Source: an optimization exercise on an open RTL-to-GDS flow (aim: small area, a short achievable clock period and few clock cycles per item). Production flows keep margins and buffers that such runs may drop.
No run shown here included a check of the RTL's function; only the layout flow was run.

==> flow/design.v <==
package itbt_pkg;
   localparam int VALUE_WIDTH = 32;
   localparam int MAX_TRITS   = 21;
   localparam int QW = 34;
   localparam logic [QW-1:0] POW21 = 34'd10460353203;
   localparam logic signed [VALUE_WIDTH-1:0] HI = 32'sd1743392201;
   localparam logic signed [QW-1:0] B_POS_Z =  34'sd581130734;
   localparam logic signed [QW-1:0] B_NEG_Z = -34'sd581130734;
   localparam logic signed [QW-1:0] B_POS_P =  34'sd4067915135;
   localparam logic signed [QW-1:0] B_NEG_P =  34'sd2905653667;
   localparam logic signed [QW-1:0] B_POS_N = -34'sd2905653667;
   localparam logic signed [QW-1:0] B_NEG_N = -34'sd4067915135;
endpackage
import itbt_pkg::*;
module int_to_balanced_ternary_core (
   input  logic                                    clock,
   input  logic                                    reset,
   input  logic                                    start,
   output logic                                    busy,
   input  logic signed [itbt_pkg::VALUE_WIDTH-1:0] req_value,
   output logic                                    rsp_strobe,
   output logic signed [1:0]                       rsp_trit,
   output logic                                    rsp_last_trit
);
   logic signed [QW-1:0] q_ff;
   logic                 pos_ff;       
   logic                 neg_ff;       
   logic                 nz_ff;        
   logic [4:0]           j_ff;         
   logic                 busy_ff;      
   logic                 tail_ff;      
   logic                 tail_neg_ff;  
   logic                 tail_nz_ff;   
   logic                 tail_last_ff; 
   logic                 strobe_ff;    
   logic                 started_ff;   
   logic [QW-1:0]        q_next;
   logic [QW-1:0]        t_pos;
   logic [QW-1:0]        t_neg;
   logic                 pos_next;
   logic                 neg_next;
   logic                 in_pos;
   logic                 in_neg;
   logic                 load;
   logic [4:0]           j_next;
   logic                 tail_next;
   function automatic logic ge_var(input logic [QW-1:0] a, input logic [QW-1:0] b);
      logic [63:0] gt;
      logic [63:0] eq;
      for (int i = 0; i < 64; i++) begin
         gt[i] = 1'b0;
         eq[i] = 1'b1;
      end
      for (int i = 0; i < QW - 1; i++) begin
         gt[i] = a[i] & ~b[i];
         eq[i] = a[i] | ~b[i];
      end
      gt[QW-1] = ~a[QW-1] & b[QW-1];
      eq[QW-1] = ~a[QW-1] | b[QW-1];
      for (int l = 0; l < 6; l++)
         for (int i = 0; i < 32; i++)
            if (i < (32 >> l)) begin
               gt[i] = gt[2*i+1] | (eq[2*i+1] & gt[2*i]);
               eq[i] = eq[2*i+1] & eq[2*i];
            end
      ge_var = gt[0] | eq[0];
   endfunction
   function automatic logic ge_chain(input logic [QW-1:0] a, input logic [QW-1:0] b);
      logic r;
      r = 1'b1;
      for (int i = 0; i < QW - 1; i++)
         r = (a[i] & ~b[i]) | ((a[i] | ~b[i]) & r);
      ge_chain = (~a[QW-1] & b[QW-1]) | ((~a[QW-1] | b[QW-1]) & r);
   endfunction
   always_comb begin
      logic [QW-1:0] x;
      logic [QW-1:0] s;
      logic [QW-1:0] c;
      logic [QW-1:0] b;
      logic [QW-1:0] p;
      logic [QW-1:0] gg;
      logic [QW-1:0] pp;
      logic [QW-1:0] kp;
      logic [QW-1:0] kn;
      kp = -POW21;
      kn = POW21;
      for (int i = 0; i < QW; i++)
         x[i] = (kp[i] & kn[i]) ? nz_ff : (kp[i] ? pos_ff : (kn[i] ? neg_ff : 1'b0));
      for (int i = 0; i < QW; i++) begin
         s[i] = q_ff[i] ^ (i > 0 ? q_ff[i-1] : 1'b0) ^ x[i];
         c[i] = (i > 0) ? ((q_ff[i] & q_ff[i-1]) | (q_ff[i] & x[i]) | (q_ff[i-1] & x[i])) : (q_ff[i] & x[i]);
      end
      b  = {c[QW-2:0], 1'b0};
      p  = s ^ b;
      gg = s & b;
      pp = p;
      for (int l = 0; (1 << l) < QW; l++)
         for (int i = 0; i < QW; i++)
            if (((i >> l) & 1) == 1) begin
               gg[i] = gg[i] | (pp[i] & gg[((i >> l) << l) - 1]);
               pp[i] = pp[i] & pp[((i >> l) << l) - 1];
            end
      for (int i = 0; i < QW; i++)
         q_next[i] = p[i] ^ (i > 0 ? gg[i-1] : 1'b0);
   end
   always_comb begin
      logic [QW-1:0] pp_;
      logic [QW-1:0] pn_;
      logic [QW-1:0] pz_;
      logic [QW-1:0] np_;
      logic [QW-1:0] nn_;
      logic [QW-1:0] nz_;
      pp_ = B_POS_P;
      pn_ = B_POS_N;
      pz_ = B_POS_Z;
      np_ = B_NEG_P + 1'b1;
      nn_ = B_NEG_N + 1'b1;
      nz_ = B_NEG_Z + 1'b1;
      for (int i = 0; i < QW; i++) begin
         t_pos[i] = (pp_[i] & pos_ff) | (pn_[i] & neg_ff) | (pz_[i] & ~nz_ff);
         t_neg[i] = (np_[i] & pos_ff) | (nn_[i] & neg_ff) | (nz_[i] & ~nz_ff);
      end
   end
   assign pos_next = ge_chain(q_ff, t_pos);
   assign neg_next = ~ge_chain(q_ff, t_neg);
   assign in_pos = ge_var({{(QW-VALUE_WIDTH){req_value[VALUE_WIDTH-1]}}, req_value}, {{(QW-VALUE_WIDTH){HI[VALUE_WIDTH-1]}}, HI});
   assign in_neg = ge_var(-{{(QW-VALUE_WIDTH){HI[VALUE_WIDTH-1]}}, HI}, {{(QW-VALUE_WIDTH){req_value[VALUE_WIDTH-1]}}, req_value});
   assign load = start & ~busy_ff;
   always_comb begin
      if (load)
         j_next = 5'd20;
      else if (j_ff == 5'd0)
         j_next = 5'd0;
      else
         j_next = j_ff - 5'd1;
   end
   assign tail_next = tail_ff ? strobe_ff : (load & (j_ff == 5'd1));
   always_ff @(posedge clock) begin
      if (reset) begin
         j_ff      <= 5'd0;
         busy_ff   <= 1'b0;
         strobe_ff <= 1'b0;
         tail_ff   <= 1'b0;
      end else begin
         j_ff      <= j_next;
         busy_ff   <= (j_next != 5'd0) & ((j_next != 5'd1) | tail_next);
         tail_ff   <= tail_next;
         if (load)
            strobe_ff <= in_pos | in_neg;
         else if (j_ff == 5'd1)
            strobe_ff <= 1'b1;
         else if (j_ff == 5'd0)
            strobe_ff <= 1'b0;
         else
            strobe_ff <= started_ff | nz_ff | pos_next | neg_next;
      end
   end
   always_ff @(posedge clock) begin
      if (tail_ff) begin
         tail_neg_ff  <= neg_ff;
         tail_nz_ff   <= nz_ff;
         tail_last_ff <= (j_ff == 5'd0);
      end else begin
         tail_neg_ff  <= neg_next;
         tail_nz_ff   <= pos_next | neg_next;
         tail_last_ff <= 1'b1;
      end
   end
   always_ff @(posedge clock) begin
      if (load) begin
         q_ff       <= {{(QW-VALUE_WIDTH){req_value[VALUE_WIDTH-1]}}, req_value};
         pos_ff     <= in_pos;
         neg_ff     <= in_neg;
         nz_ff      <= in_pos | in_neg;
         started_ff <= 1'b0;
      end else begin
         q_ff       <= q_next;
         pos_ff     <= pos_next;
         neg_ff     <= neg_next;
         nz_ff      <= pos_next | neg_next;
         started_ff <= started_ff | nz_ff;
      end
   end
   assign busy          = busy_ff;
   assign rsp_strobe    = tail_ff | strobe_ff;
   assign rsp_trit      = tail_ff ? {tail_neg_ff, tail_nz_ff} : {neg_ff, nz_ff};
   assign rsp_last_trit = tail_ff ? tail_last_ff : (j_ff == 5'd0);
endmodule
==> flow/flow/run.sh <==
#!/bin/bash
# Standard layout, with four changes: adders are left to ABC instead of being mapped to
# full/half adder cells, ABC's area script maps with plain "map" (flow/abc_area.script),
# the port buffers are the smallest buffer, and the clock tree uses small clock buffers
# without dummy loads.
set -euo pipefail
rm -rf scripts
cp -r "$FLOW_HOME/scripts" scripts
cp flow/abc_area.script scripts/abc_area.script
bash standard.sh ADDER_MAP_FILE= SCRIPTS_DIR="$PWD/scripts" \
   "BUFFER_PORTS_ARGS=-buffer_cell sky130_fd_sc_hd__buf_1" \
   "CTS_ARGS=-sink_clustering_enable -repair_clock_nets -dont_use_dummy_load -buf_list {sky130_fd_sc_hd__clkbuf_2 sky130_fd_sc_hd__clkbuf_4 sky130_fd_sc_hd__clkbuf_8} -root_buf sky130_fd_sc_hd__clkbuf_8" \
   SETUP_SLACK_MARGIN=5.25 finish > standard_flow.log 2>&1
==> flow/flow/abc_area.script <==
strash
dch
map
topo
stime -c
buffer -c
upsize -c
dnsize -c
==> flow/standard.sh <==
#!/bin/bash
# synth_recipe.tcl (not shown) runs the flow's synth.tcl, then flattens the netlist and writes it again
# the make line also repeats each setting of config.mk as NAME=value (left out here)
make -C /OpenROAD-flow-scripts/flow DESIGN_CONFIG=/design/flow/config.mk WORK_HOME=/design/flow/orfs CLKGATE_MAP_FILE= SYNTH_SCRIPT=/design/flow/synth_recipe.tcl "${@:-finish}"
==> flow/config.mk <==
export PLATFORM = sky130hd
export DESIGN_NAME = int_to_balanced_ternary_core
export DESIGN_NICKNAME = int_to_balanced_ternary_core
export VERILOG_FILES = /design/flow/design.v
export SDC_FILE = /design/flow/constraint.sdc
export NUM_CORES = 4
export LEC_CHECK = 0
export ABC_AREA = 1
export CAP_MARGIN = 20
export CORE_MARGIN = 2
export CORE_UTILIZATION = 40
export SETUP_SLACK_MARGIN = 5
export SLEW_MARGIN = 20
==> flow/constraint.sdc <==
create_clock -name core_clock -period 8.5 [get_ports {clock}]
set_input_delay 1.7000 -clock core_clock [delete_from_list [all_inputs] [get_ports {clock}]]
set_output_delay 1.7000 -clock core_clock [all_outputs]
set_load 0.01 [all_outputs]
==> impl_metrics.yaml, run 1 <==
synthesis:
  synth_cell_types: 50
  synth_top_area_share_pct: 20.7
  yosys-top-cells-count: "nand2_1, nor2_1, inv_1, a21oi_1, o21ai_0"
  synth_edf_count: 0
  synth_most_common_cell: "nand2_1"
  synthCells: 816
  syn-num-nets: 851
  synth_area_um2: 4740
  synth-seq-area-share_pct: 20.7
  synth_ff_type: "dfxtp_1"
  synthTopCellsByArea: "dfxtp_1, nand2_1, nor2_1, xor2_1, a21oi_1"
  yosysTopAreaCell: "dfxtp_1"
  ys_ff_latch: 49
  synthArstFlopShare_pct: 0
  synth_warnings: 1
  syn_area_per_cell_um2: 5.81
drt:
  drc_errors: 0
  routed_wl_um: 12800
  drtAntennaViolNets: 0
  drtIter0Drc: 366
  vias: 5045
  first_pass_iters: 16
  via_per_inst: 5.05
  wl_per_cell_um: 12.9
status:
  outcome: "complete, no violations"
clock_tree:
  clk_pin_slew_ns: 0.10
  htree_levels: 2
  cts_made_buffers: 5
  cts_sinks: 49
  cts_buffer_depth: 2
  ctsHoldBuffers: 0
  cts_root_buf: "clkbuf_8"
  clkLatencyLatePin_ns: 0.33
  tritoncts: "built"
setup_path:
  slowest_delay_ns: 0.26
  worstPathMaxFanout: 2
  crit_chain: "buf_8, o31ai_4, nand2_2, nand4_1, a21oi_2, nor4_2, nor2_1, a211oi_2, nor4_2, o31ai_2, nand2_1, a21oi_2, a21oi_1"
  cp-start-kind: "input port"
  path_class: "in -> reg"
  cp.arrival_ns: 3.40
  cp-end-kind: "register"
  cp_slowest_cell: "a211oi_2"
  reg2reg_depth: 20
  path_buf_inv: 1
  cp_top_family: "compound AO/OA/AOI/OAI gates"
  crit_required_ns: 8.72
  path_depth: 13
floorplan:
  core-area_um2: 11500
  ios: 40
  die-area_um2: 12700
  fp.dieW_um: 113
  initial_utilization_pct: 41.2
  num_rows: 39
  die_h_um: 113
sta:
  setup_viol: 0
  tightest_slew_ns: 0.432
  finalSetupTns_ns: 0
  worst_slack_ns: 5.32
  finalHoldWorstSlack_ns: 0.488
  slew_headroom_pct: 71.2
  max_freq_mhz: 314
  final_hold_viol_count: 0
  skew_ns: 0.0237
  drv_slew: 0
  period_share_pct: 37.4
  min_period_ns: 3.18
  grt_setup_unrepaired: "true"
finish:
  area_growth_pct: 14.5
  fin_cells: 999
  diodes: 0
  drive_above_1_share_pct: 12.6
  final_nets: 893
  fin_util_pct: 47.1
place:
  port_buffers: 39
  gp_congestion: 0.797
  preCtsSetupSlack_ns: 4.54
  placed_cells: 978
  dp_hpwl_um: 9130
global_route:
  grt_max_degree: 62
  grt_overflow: 0
  use_met3_pct: 3.11
  use_met2_pct: 32.8
  grt_pass1_vias: 4725
  grt-busiest-layer: "met2"
  grt_pass1_wl_um: 21400
  grt_usage_pct: 20.2
  antenna_found_initial: 0
  use_met1_pct: 28.3
run:
  drv_cap: 0
hold_path:
  worstHoldPathCells: 2
  hp-class: "reg -> reg"
[stage by stage]
| step | area [um^2] |
|---|---|
| global route | 5430 |
| detailed placement | 4970 |
| floorplan | 4740 |
| global placement | 4970 |
| CTS | 5160 |
| finish | 5430 |
[registers in the layout, summed over array words and instances, names as in the netlist]
name and flops:
tail_last_ff 1, busy_ff 1, pos_ff 1, tail_nz_ff 1, j_ff 5, tail_neg_ff 1
started_ff 1, nz_ff 1, strobe_ff 1, tail_ff 1, q_ff 34, neg_ff 1
[path summary, 6_finish.rpt]
check                                   from          to  slack (ns)
worst max register to register        pos_ff    q_ff[33]        5.48
worst max-delay path            req_value[0]   strobe_ff        5.32
worst min-delay path              started_ff  started_ff        0.49
worst min register to register    started_ff  started_ff        0.49
[worst min-delay path, cell delays in order (launching register included)]
cell and delay [ns]:
dfxtp_1 0.32, nor2_1 0.04, nor2_1 0.09
[cell usage in the layout, fill, tap and decap left out, types with 6 or more instances in the layout]
cell type	Yosys	final
a21oi_1	65	59
a21oi_2	4	8
a22oi_1	7	6
and2_1	6	6
buf_1	2	36
buf_4	2	14
dfxtp_1	49	39
dfxtp_2	0	7
inv_1	83	79
inv_2	16	17
nand2_1	163	161
nand3_1	14	14
nand4_1	6	6
nor2_1	159	154
nor2_2	6	6
nor2_4	1	6
o21ai_0	58	55
o21ai_1	16	17
o21bai_1	6	6
o22ai_1	20	20
or2_1	10	10
or2_2	8	8
xnor2_1	10	10
xor2_1	44	43
[cells by family after synthesis]
group | after synthesis | share of synthesized area, %
AND/OR/NAND/NOR | 389 | 34.0
XOR/XNOR | 54 | 9.98
flip-flops | 49 | 20.7
buffers and inverters | 124 | 10.7
AO/OA/AOI/OAI | 199 | 24.4
adder cells (fa/ha/maj) | 1 | 0.238
[what timing repair did]
item	CTS	global route
gates cloned	0	2
resized for setup	27	46
buffers inserted	5	9
setup endpoints to repair	26	29
pin swaps	10	15
[routing by layer]
layer	vias up	wire length, um	share of wire (%)
met4	0	173	1.3
met3	14	587	4.6
met2	97	5720	45
li1	2734	-	-
met5	-	0	0
met1	2200	6360	50
[area by class of cell]
cell class	count	area [um^2]
Clock buffer	5	68.8
Fill cell	1283	6090
Inverter	101	400
Multi-Input combinational cell	643	3410
Sequential cell	49	1000
Tap cell	143	179
Timing Repair Buffer	58	373
==> inputs of run 2 (changes only) <==
--- a/flow/flow/run.sh
+++ b/flow/flow/run.sh
@@ -12,2 +12,2 @@
    "CTS_ARGS=-sink_clustering_enable -repair_clock_nets -dont_use_dummy_load -buf_list {sky130_fd_sc_hd__clkbuf_2 sky130_fd_sc_hd__clkbuf_4 sky130_fd_sc_hd__clkbuf_8} -root_buf sky130_fd_sc_hd__clkbuf_8" \
-   SETUP_SLACK_MARGIN=5.25 finish > standard_flow.log 2>&1
+   SETUP_SLACK_MARGIN=5.15 finish > standard_flow.log 2>&1
==> run 2 against run 1 <==
Compared with the run above:
- hold slack improved by 0.00074 ns
- sequential share of layout area up 0.23 points
- clock skew grew 0.0021 ns
- area after synthesis did not move
- synthesized cell count unchanged
- die area is the same
==> impl_metrics.yaml, run 2 <==
run:
  drv_cap: 0
drt:
  via_per_inst: 5.07
  wl_per_cell_um: 12.8
  wl_met3_um: 561
  first_pass_iters: 16
  drtIter0Drc: 337
  vias: 5031
  drc_errors: 0
  top_layer_used: "met4"
  dr_wl_met2_um: 5640
  drtAntennaViolNets: 0
  wl_met1_um: 6330
  routed_wl_um: 12700
setup_path:
  path_class: "in -> reg"
  cp-end-kind: "register"
  cp-start-kind: "input port"
  worstPathMaxFanout: 2
  crit_required_ns: 8.73
  cp.arrival_ns: 3.51
synthesis:
  synth_warnings: 1
  synth_cell_types: 50
  synth_ff_type: "dfxtp_1"
  yosys-top-cells-count: "nand2_1, nor2_1, inv_1, a21oi_1, o21ai_0"
  synth_area_um2: 4740
  synth_edf_count: 0
  yosysTopAreaCell: "dfxtp_1"
  synth_top_area_share_pct: 20.7
  syn_area_per_cell_um2: 5.81
  synthTopCellsByArea: "dfxtp_1, nand2_1, nor2_1, xor2_1, a21oi_1"
  synthCells: 816
  syn-num-nets: 851
  synthArstFlopShare_pct: 0
  ys_ff_latch: 49
  synth_most_common_cell: "nand2_1"
  synth-seq-area-share_pct: 20.7
finish:
  area_growth_pct: 12.1
  diodes: 0
  mostFrequentLayoutCells: "nand2_1, nor2_1, inv_1"
  final_common_cell: "nand2_1"
  top_register: "q_ff"
  final_nets: 887
  fin_util_pct: 46.1
  largest_reg_flops: 34
  reg_top3: "q_ff x34, j_ff x5"
  drive_above_1_share_pct: 10.4
floorplan:
  ios: 40
  die-area_um2: 12700
  core-area_um2: 11500
  fp.dieW_um: 113
  num_rows: 39
  initial_utilization_pct: 41.2
  die_h_um: 113
sta:
  worst_slack_ns: 5.22
  setup_viol: 0
  finalHoldWorstSlack_ns: 0.489
  skew_ns: 0.0258
  min_period_ns: 3.28
  finalSetupTns_ns: 0
  grt_setup_unrepaired: "true"
  tightest_slew_ns: 0.594
  period_share_pct: 38.6
  final_hold_viol_count: 0
  drv_slew: 0
  max_freq_mhz: 305
  slew_headroom_pct: 60.4
global_route:
  grt_pass1_vias: 4704
  grt_overflow: 0
  antenna_found_initial: 0
  grt_usage_pct: 20.3
  grt_max_degree: 62
  grt_pass1_wl_um: 21400
clock_tree:
  cts_root_buf: "clkbuf_8"
  cts_buffer_depth: 2
  htree_levels: 2
  ctsHoldBuffers: 0
  cts_sinks: 49
  tritoncts: "built"
  clk_pin_slew_ns: 0.11
  cts_made_buffers: 5
  clkLatencyLatePin_ns: 0.34
place:
  port_buffers: 39
  dp_hpwl_um: 9130
  gp_congestion: 0.797
  preCtsSetupSlack_ns: 4.54
hold_path:
  hp-class: "reg -> reg"
status:
  outcome: "complete, no violations"
[run 2: cell counts after synthesis]
No cell type changed its count.
[run 2: worst max-delay path: stages]
cell      delay (ns)
buf_8           0.10
o31ai_4         0.27
nand2_2         0.09
nand4_1         0.12
a21oi_2         0.08
nor4_2          0.15
nor2_1          0.09
a211oi_2        0.30
nor4_2          0.11
o31ai_2         0.24
nand2_1         0.10
a21oi_2         0.10
a21oi_1         0.06
[run 2: per-stage QoR]
stage / area (um^2) / cells
after global routing: 5310 / 993
final: 5310 / 993
after CTS: 5090 / 984
after global placement: 4970 / 978
after floorplan: 4740 / 816
after detailed placement: 4970 / 978
[run 2: layer usage]
| layer | vias up | GRT usage [%] |
|---|---|---|
| li1 | 2721 | - |
| met2 | 96 | 32.5 |
| met4 | 0 | 5.45 |
| met3 | 14 | 3.27 |
| met1 | 2200 | 28.4 |
| met5 | - | 0 |
[run 2: final cells by class]
cell class | instances | area, um^2
repair buffers | 52 | 324
inverters | 101 | 398
fillers | 1293 | 6200
well taps | 143 | 179
flip-flops and latches | 49 | 992
clock buffers | 5 | 68.8
multi-input cells | 643 | 3350
[run 2: timing repair]
item                                    in CTS  in global routing
endpoints found under the setup margin      19                 28
gates resized for setup                     16                 39
buffers inserted                             1                  7
cloned                                       0                  2
pin swaps                                    6                 15
[run 2: logic make-up after synthesis]
family                   synth area share (%)
AND/OR/NAND/NOR                          34.0
AO/OA/AOI/OAI                            24.4
buffers and inverters                    10.7
XOR/XNOR                                 9.98
flip-flops                               20.7
adder cells (fa/ha/maj)                 0.238
[run 2: final timing paths]
kind	startpoint	end	slack, ns	cells after the start
setup / recovery	req_value[1]	strobe_ff	5.22	13
hold / removal	started_ff	started_ff	0.49	2
setup reg to reg	neg_ff	q_ff[33]	5.38	19
hold reg to reg	started_ff	started_ff	0.49	2
==> inputs of run 3 (changes only) <==
--- a/flow/design.v
+++ b/flow/design.v
@@ -36,2 +36,3 @@
    logic                 started_ff;   
+   logic                 first_ff;     
    logic [QW-1:0]        q_next;
@@ -46,2 +47,3 @@
    logic                 tail_next;
+   logic                 shown;
    function automatic logic ge_var(input logic [QW-1:0] a, input logic [QW-1:0] b);
@@ -128,2 +130,3 @@
    assign load = start & ~busy_ff;
+   assign shown = strobe_ff | (first_ff & nz_ff);
    always_comb begin
@@ -136,3 +139,3 @@
    end
-   assign tail_next = tail_ff ? strobe_ff : (load & (j_ff == 5'd1));
+   assign tail_next = tail_ff ? shown : (load & (j_ff == 5'd1));
    always_ff @(posedge clock) begin
@@ -143,3 +146,5 @@
          tail_ff   <= 1'b0;
+         first_ff  <= 1'b0;
       end else begin
+         first_ff  <= load;
          j_ff      <= j_next;
@@ -148,3 +153,3 @@
          if (load)
-            strobe_ff <= in_pos | in_neg;
+            strobe_ff <= 1'b0;
          else if (j_ff == 5'd1)
@@ -184,3 +189,3 @@
    assign busy          = busy_ff;
-   assign rsp_strobe    = tail_ff | strobe_ff;
+   assign rsp_strobe    = tail_ff | shown;
    assign rsp_trit      = tail_ff ? {tail_neg_ff, tail_nz_ff} : {neg_ff, nz_ff};
==> run 3 against run 2 <==
Compared with the run above:
- via count rose by 8.9%
- first-iteration DRC count fell by 28%
- count of clock-buffer cells in the layout did not move
- die area rose by 2.8%
- synthesized cell count rose by 5.1%
- clock skew rose by 0.0045 ns
- cell area rose by 2.9%
- non-clock buffer count rose by 3
- largest cell class unchanged
==> impl_metrics.yaml, run 3 <==
synthesis:
  synth_cell_types: 57
  synth_edf_count: 0
  synth_top_area_share_pct: 20.5
  synthCells: 858
  syn-num-nets: 893
  synth_xor_area_share_pct: 6.82
  yosys-top-cells-count: "nor2_1, nand2_1, inv_1, a21oi_1, o21ai_0"
  synthArstFlopShare_pct: 0
  synth_area_um2: 4880
  synth_ff_type: "dfxtp_1"
  muxShareOfSynthArea_pct: 0
  synthAdderAreaFrac_pct: 0.231
  synthSimpleGateAreaFrac_pct: 34.2
  synth-compound-area-share_pct: 26.4
  synth-seq-area-share_pct: 20.5
  synthTopCellsByArea: "dfxtp_1, nor2_1, nand2_1, inv_1, a21oi_1"
  synth_warnings: 1
  syn_area_per_cell_um2: 5.69
  synth_top_family_by_area: "simple AND/OR/NAND/NOR gates"
  synth_most_common_cell: "nor2_1"
  yosysTopAreaCell: "dfxtp_1"
  ys_ff_latch: 50
floorplan:
  num_rows: 40
  core-area_um2: 12000
  initial_utilization_pct: 40.8
  die-area_um2: 13100
  fp.dieW_um: 114
  die_h_um: 114
  ios: 40
clock_tree:
  cts_buffer_depth: 2
  clk_pin_slew_ns: 0.11
  ctsHoldBuffers: 0
  cts_root_buf: "clkbuf_8"
  htree_levels: 2
  tritoncts: "built"
  cts_sinks: 50
  clkLatencyLatePin_ns: 0.34
  cts_made_buffers: 5
finish:
  drive_above_1_share_pct: 9.12
  reg_top3: "q_ff x34, j_ff x5"
  top_register: "q_ff"
  final_common_cell: "nor2_1"
  area_growth_pct: 12.1
  register_area_um2: 1010
  fillers: 1326
  final_nets: 936
  multi_input_area_um2: 3400
  fin_cells: 1046
  mostFrequentLayoutCells: "nor2_1, nand2_1, inv_1"
  largest_reg_flops: 34
  diodes: 0
drt:
  via_per_inst: 5.24
  drtAntennaViolNets: 0
  first_pass_iters: 5
  drtIter0Drc: 241
  drc_errors: 0
  wl_per_cell_um: 13.1
  routed_wl_um: 13700
  vias: 5478
setup_path:
  reg2reg_depth: 19
  cp.arrival_ns: 3.56
  crit_required_ns: 8.70
  cp-start-kind: "input port"
  cp-end-kind: "register"
  crit_start: "req_value[2]"
  path_class: "in -> reg"
  reg2reg_from: "pos_ff"
  ff2ff_setup_slack_ns: 5.39
  worstPathMaxFanout: 2
hold_path:
  worstHoldStart: "started_ff"
  hp-class: "reg -> reg"
  worstHoldPathCells: 2
global_route:
  grt_usage_pct: 21.6
  antenna_found_initial: 0
  grt_overflow: 0
  use_met2_pct: 38.0
  grt_pass1_vias: 5064
  grt_max_degree: 48
  use_met3_pct: 3.55
  grt-busiest-layer: "met2"
  use_met1_pct: 27.7
  grt_pass1_wl_um: 23000
status:
  outcome: "complete, no violations"
sta:
  tightest_slew_ns: 0.719
  grt_setup_unrepaired: "true"
  skew_ns: 0.0304
  setup_viol: 0
  max_freq_mhz: 298
  min_period_ns: 3.36
  drv_slew: 0
  final_hold_viol_count: 0
  slew_headroom_pct: 51.8
  finalSetupTns_ns: 0
  period_share_pct: 39.5
place:
  placed_cells: 1026
  gp_congestion: 0.841
  port_buffers: 39
  dp_hpwl_um: 10300
run:
  drv_cap: 0
[run 3: cell types whose count changed after synthesis, moves of 4 or more]
cell and delta:
and2_1 -4, or2_1 -7, a31oi_1 +7, nor2_2 -4, o21ai_1 -8, a21oi_1 +5, nand3_1 +11, nor2_1 +31
nand2_1 -11, xor2_1 -17, inv_1 +38, inv_2 -12
[run 3: logic make-up (layout without fill, tap and decap cells)]
group	Yosys count	count (layout)
buf+inv	147	188
compound gates	215	215
fa+ha+maj	1	1
flops	50	50
xor+xnor	38	38
simple gates	407	407
[run 3: area by class of cell]
type | instances | share of cell area (%)
clock buffer | 5 | 1.26
inverter | 126 | 8.93
multi-input combinational | 661 | 62.2
sequential | 50 | 18.5
tap | 147 | 3.36
timing repair buffer | 55 | 5.54
timing repair inverter | 2 | 0.183
[run 3: per-stage QoR]
| step | setup slack [ns] | hold slack (ns) | area [um^2] | utilization [%] |
|---|---|---|---|---|
| after floorplan | 5.50 | 0.430 | 4880 | - |
| after detailed placement | 4.71 | 0.457 | 5140 | 43.0 |
| final | 5.14 | 0.487 | 5470 | 45.7 |
| after global routing | 5.03 | 0.497 | 5470 | 45.7 |
| after CTS | 5.12 | 0.487 | 5280 | 44.1 |
| after global placement | 4.70 | 0.450 | 5140 | 43.0 |
[run 3: layer usage]
metal | vias to the layer above | share of wire (%)
met4 | 0 | 1.3
met5 | - | 0
met3 | 9 | 3.2
li1 | 2888 | -
met1 | 2502 | 48
met2 | 79 | 48
[run 3: what timing repair did]
action	4_1_cts	5_1_grt
endpoints found under the setup margin	31	32
gates resized for setup	12	32
gates cloned	1	1
pin swaps	2	11
buffers inserted	3	10
[run 3: final timing paths]
| check | endpoint |
|---|---|
| max | nz_ff |
| max reg2reg | q_ff[23] |
| min reg2reg | started_ff |
| min | started_ff |
[run 3: worst max-delay path, cell delays in order]
cell,delay (ns)
clkbuf_2,0.11
o31ai_4,0.23
nand2_2,0.10
a41oi_2,0.17
o211ai_1,0.18
a311oi_2,0.39
nor3_2,0.11
nor3_2,0.24
o32ai_2,0.13
nand3b_1,0.19
==> inputs of run 4 (changes only) <==
--- a/flow/flow/run.sh
+++ b/flow/flow/run.sh
@@ -12,2 +12,2 @@
    "CTS_ARGS=-sink_clustering_enable -repair_clock_nets -dont_use_dummy_load -buf_list {sky130_fd_sc_hd__clkbuf_2 sky130_fd_sc_hd__clkbuf_4 sky130_fd_sc_hd__clkbuf_8} -root_buf sky130_fd_sc_hd__clkbuf_8" \
-   SETUP_SLACK_MARGIN=5.15 finish > standard_flow.log 2>&1
+   SETUP_SLACK_MARGIN=5.25 finish > standard_flow.log 2>&1
==> run 4 against run 3 <==
Compared with the run above:
- still clean on timing, DRC and antenna
- utilization increased by 0.70 points
- count of clock-buffer cells in the layout unchanged
- hold slack got worse by 0.0026 ns
- global-route usage increased by 0.21 points
- routed wire length increased by 0.77%
- critical path type unchanged
==> impl_metrics.yaml, run 4 <==
status:
  outcome: "complete, no violations"
floorplan:
  fp.dieW_um: 114
  num_rows: 40
  core-area_um2: 12000
  die_h_um: 114
  initial_utilization_pct: 40.8
  die-area_um2: 13100
  ios: 40
setup_path:
  crit_chain: "clkbuf_2, o31ai_4, nand2_2, a41oi_2, o211ai_1, a311oi_2, nor3_2, nor3_2, o32ai_2, nand3b_1"
  cp_slowest_cell: "a311oi_2"
  path_class: "in -> reg"
  crit_required_ns: 8.70
  path_buf_inv: 1
  worstPathMaxFanout: 2
  cp.arrival_ns: 3.55
  slowest_delay_ns: 0.38
  cp-start-kind: "input port"
  cp_top_family: "compound AO/OA/AOI/OAI gates"
  ff2ff_setup_slack_ns: 5.44
  cp-end-kind: "register"
  path_common_cell: "nor3_2"
finish:
  top_register: "q_ff"
  multi_input_area_um2: 3460
  final_common_cell: "nor2_1"
  mostFrequentLayoutCells: "nor2_1, nand2_1, inv_1"
  area_growth_pct: 13.8
  fin_util_pct: 46.4
  reg_top3: "q_ff x34, j_ff x5"
  diodes: 0
  largest_reg_flops: 34
  drive_above_1_share_pct: 10.3
  register_area_um2: 1020
  final_nets: 937
  fillers: 1313
synthesis:
  synthTopCellsByArea: "dfxtp_1, nor2_1, nand2_1, inv_1, a21oi_1"
  synth_xor_area_share_pct: 6.82
  synth_ff_type: "dfxtp_1"
  yosysTopAreaCell: "dfxtp_1"
  ys_ff_latch: 50
  synth_area_um2: 4880
  synth_top_area_share_pct: 20.5
  synth-seq-area-share_pct: 20.5
  yosys-top-cells-count: "nor2_1, nand2_1, inv_1, a21oi_1, o21ai_0"
  synth_top_family_by_area: "simple AND/OR/NAND/NOR gates"
  synthCells: 858
  synth_warnings: 1
  synthArstFlopShare_pct: 0
  syn_area_per_cell_um2: 5.69
  synth_cell_types: 57
  synth_edf_count: 0
  syn-num-nets: 893
  synth_most_common_cell: "nor2_1"
  synthSimpleGateAreaFrac_pct: 34.2
  muxShareOfSynthArea_pct: 0
  synth-compound-area-share_pct: 26.4
  synthAdderAreaFrac_pct: 0.231
sta:
  slew_headroom_pct: 60.1
  max_freq_mhz: 299
  skew_ns: 0.0299
  setup_viol: 0
  final_hold_viol_count: 0
  drv_slew: 0
  grt_setup_unrepaired: "true"
  min_period_ns: 3.35
  tightest_slew_ns: 0.593
  period_share_pct: 39.4
  finalSetupTns_ns: 0
drt:
  drtIter0Drc: 261
  via_per_inst: 5.24
  first_pass_iters: 5
  wl_per_cell_um: 13.2
  drc_errors: 0
  drtAntennaViolNets: 0
  routed_wl_um: 13800
  vias: 5491
clock_tree:
  cts_root_buf: "clkbuf_8"
  cts_sinks: 50
  clk_pin_slew_ns: 0.11
  cts_made_buffers: 5
  cts_buffer_depth: 2
  ctsHoldBuffers: 0
  clkLatencyLatePin_ns: 0.34
  htree_levels: 2
  tritoncts: "built"
global_route:
  antenna_found_initial: 0
  use_met2_pct: 38.3
  grt_pass1_wl_um: 23300
  grt_overflow: 0
  grt_usage_pct: 21.8
  use_met1_pct: 28.2
  grt_pass1_vias: 5093
  grt_max_degree: 48
  grt-busiest-layer: "met2"
  use_met3_pct: 3.49
hold_path:
  hp-class: "reg -> reg"
run:
  drv_cap: 0
place:
  port_buffers: 39
  dp_hpwl_um: 10300
  gp_congestion: 0.841
## run 4: cell counts after synthesis
Identical to the previous run, type by type.
## run 4: worst paths after layout
path / startpoint / cells after the start / endpoint
min: started_ff / 2 / started_ff
max reg2reg: pos_ff / 19 / q_ff[23]
min reg2reg: started_ff / 2 / started_ff
max: req_value[2] / 10 / nz_ff
## run 4: tightest hold or removal path, cell delays in order, from the launching register on
cell and delay [ns]:
dfxtp_1 0.32, nor2_1 0.05, nor2_1 0.09
## run 4: what timing repair did
action	4_1_cts	5_1_grt
endpoints found under the setup margin	33	27
cloned	1	1
setup buffers	7	7
endpoints found under the hold margin	0	0
pin swaps	4	14
resized for setup	19	46
## run 4: routing by layer
metal	wire [um]	up-vias
li1	-	2895
met1	6470	2497
met2	6600	88
met3	563	11
met4	205	0
met5	0	-
## run 4: metrics by stage
| step | setup slack [ns] | instances | cell area [um^2] | hold slack, ns |
|---|---|---|---|---|
| after floorplan | 5.50 | 858 | 4880 | 0.430 |
| after CTS | 5.18 | 1039 | 5320 | 0.487 |
| after global placement | 4.70 | 1026 | 5140 | 0.450 |
| after detailed placement | 4.71 | 1026 | 5140 | 0.457 |
| final | 5.15 | 1047 | 5550 | 0.484 |
| after global routing | 5.03 | 1047 | 5550 | 0.497 |
## run 4: final cells by class
cell class                 count  share of cell area, %
clock buffer                   5                   1.24
inverter                     126                   8.88
multi-input combinational    661                   62.3
sequential                    50                   18.4
tap                          147                   3.31
timing repair buffer          56                   5.59
timing repair inverter         2                  0.225
## run 4: logic make-up (layout without fill, tap and decap cells)
family | after synthesis | count (layout)
and+or+nand+nor | 407 | 407
AOI/OAI and AO/OA | 215 | 215
buffers and inverters | 147 | 189
DFF | 50 | 50
xor gates and xnor gates | 38 | 38
adders and majority gates | 1 | 1

-- what the ideal ports hide --
Ports are ideal in the flow. The routed layouts listed here were re-timed in OpenROAD. Step 1: set_driving_cell puts a clkbuf_16 on clock and a buf_2 on each other input, an assumption about the parent block. Step 2 adds t to the input delays and takes it off the output delays; t is the mean of the earliest and latest rising clock arrival at the registers after step 1. Input paths then give back, and output paths get back, about the clock's delay inside the block. a / b / c = ideal ports / drivers / drivers and shift; a / b = the first two.
| run | t (ns) | setup WS [ns] | worst setup path after step 2 | pins driven straight from the clock port |
|---|---|---|---|---|
| run 1 | 0.357 | 5.320 / 5.305 / 4.957 | input to register | 1 |
| run 2 | 0.361 | 5.218 / 5.204 / 4.854 | input to register | 1 |
| run 3 | 0.358 | 5.140 / 5.146 / 4.788 | input to register | 1 |
| run 4 | 0.358 | 5.153 / 5.158 / 4.800 | input to register | 1 |
After both steps every run listed still meets setup and hold. The setup slack of run 2, which loses most, moves by -0.014 ns with the drivers and by -0.364 ns with both steps.
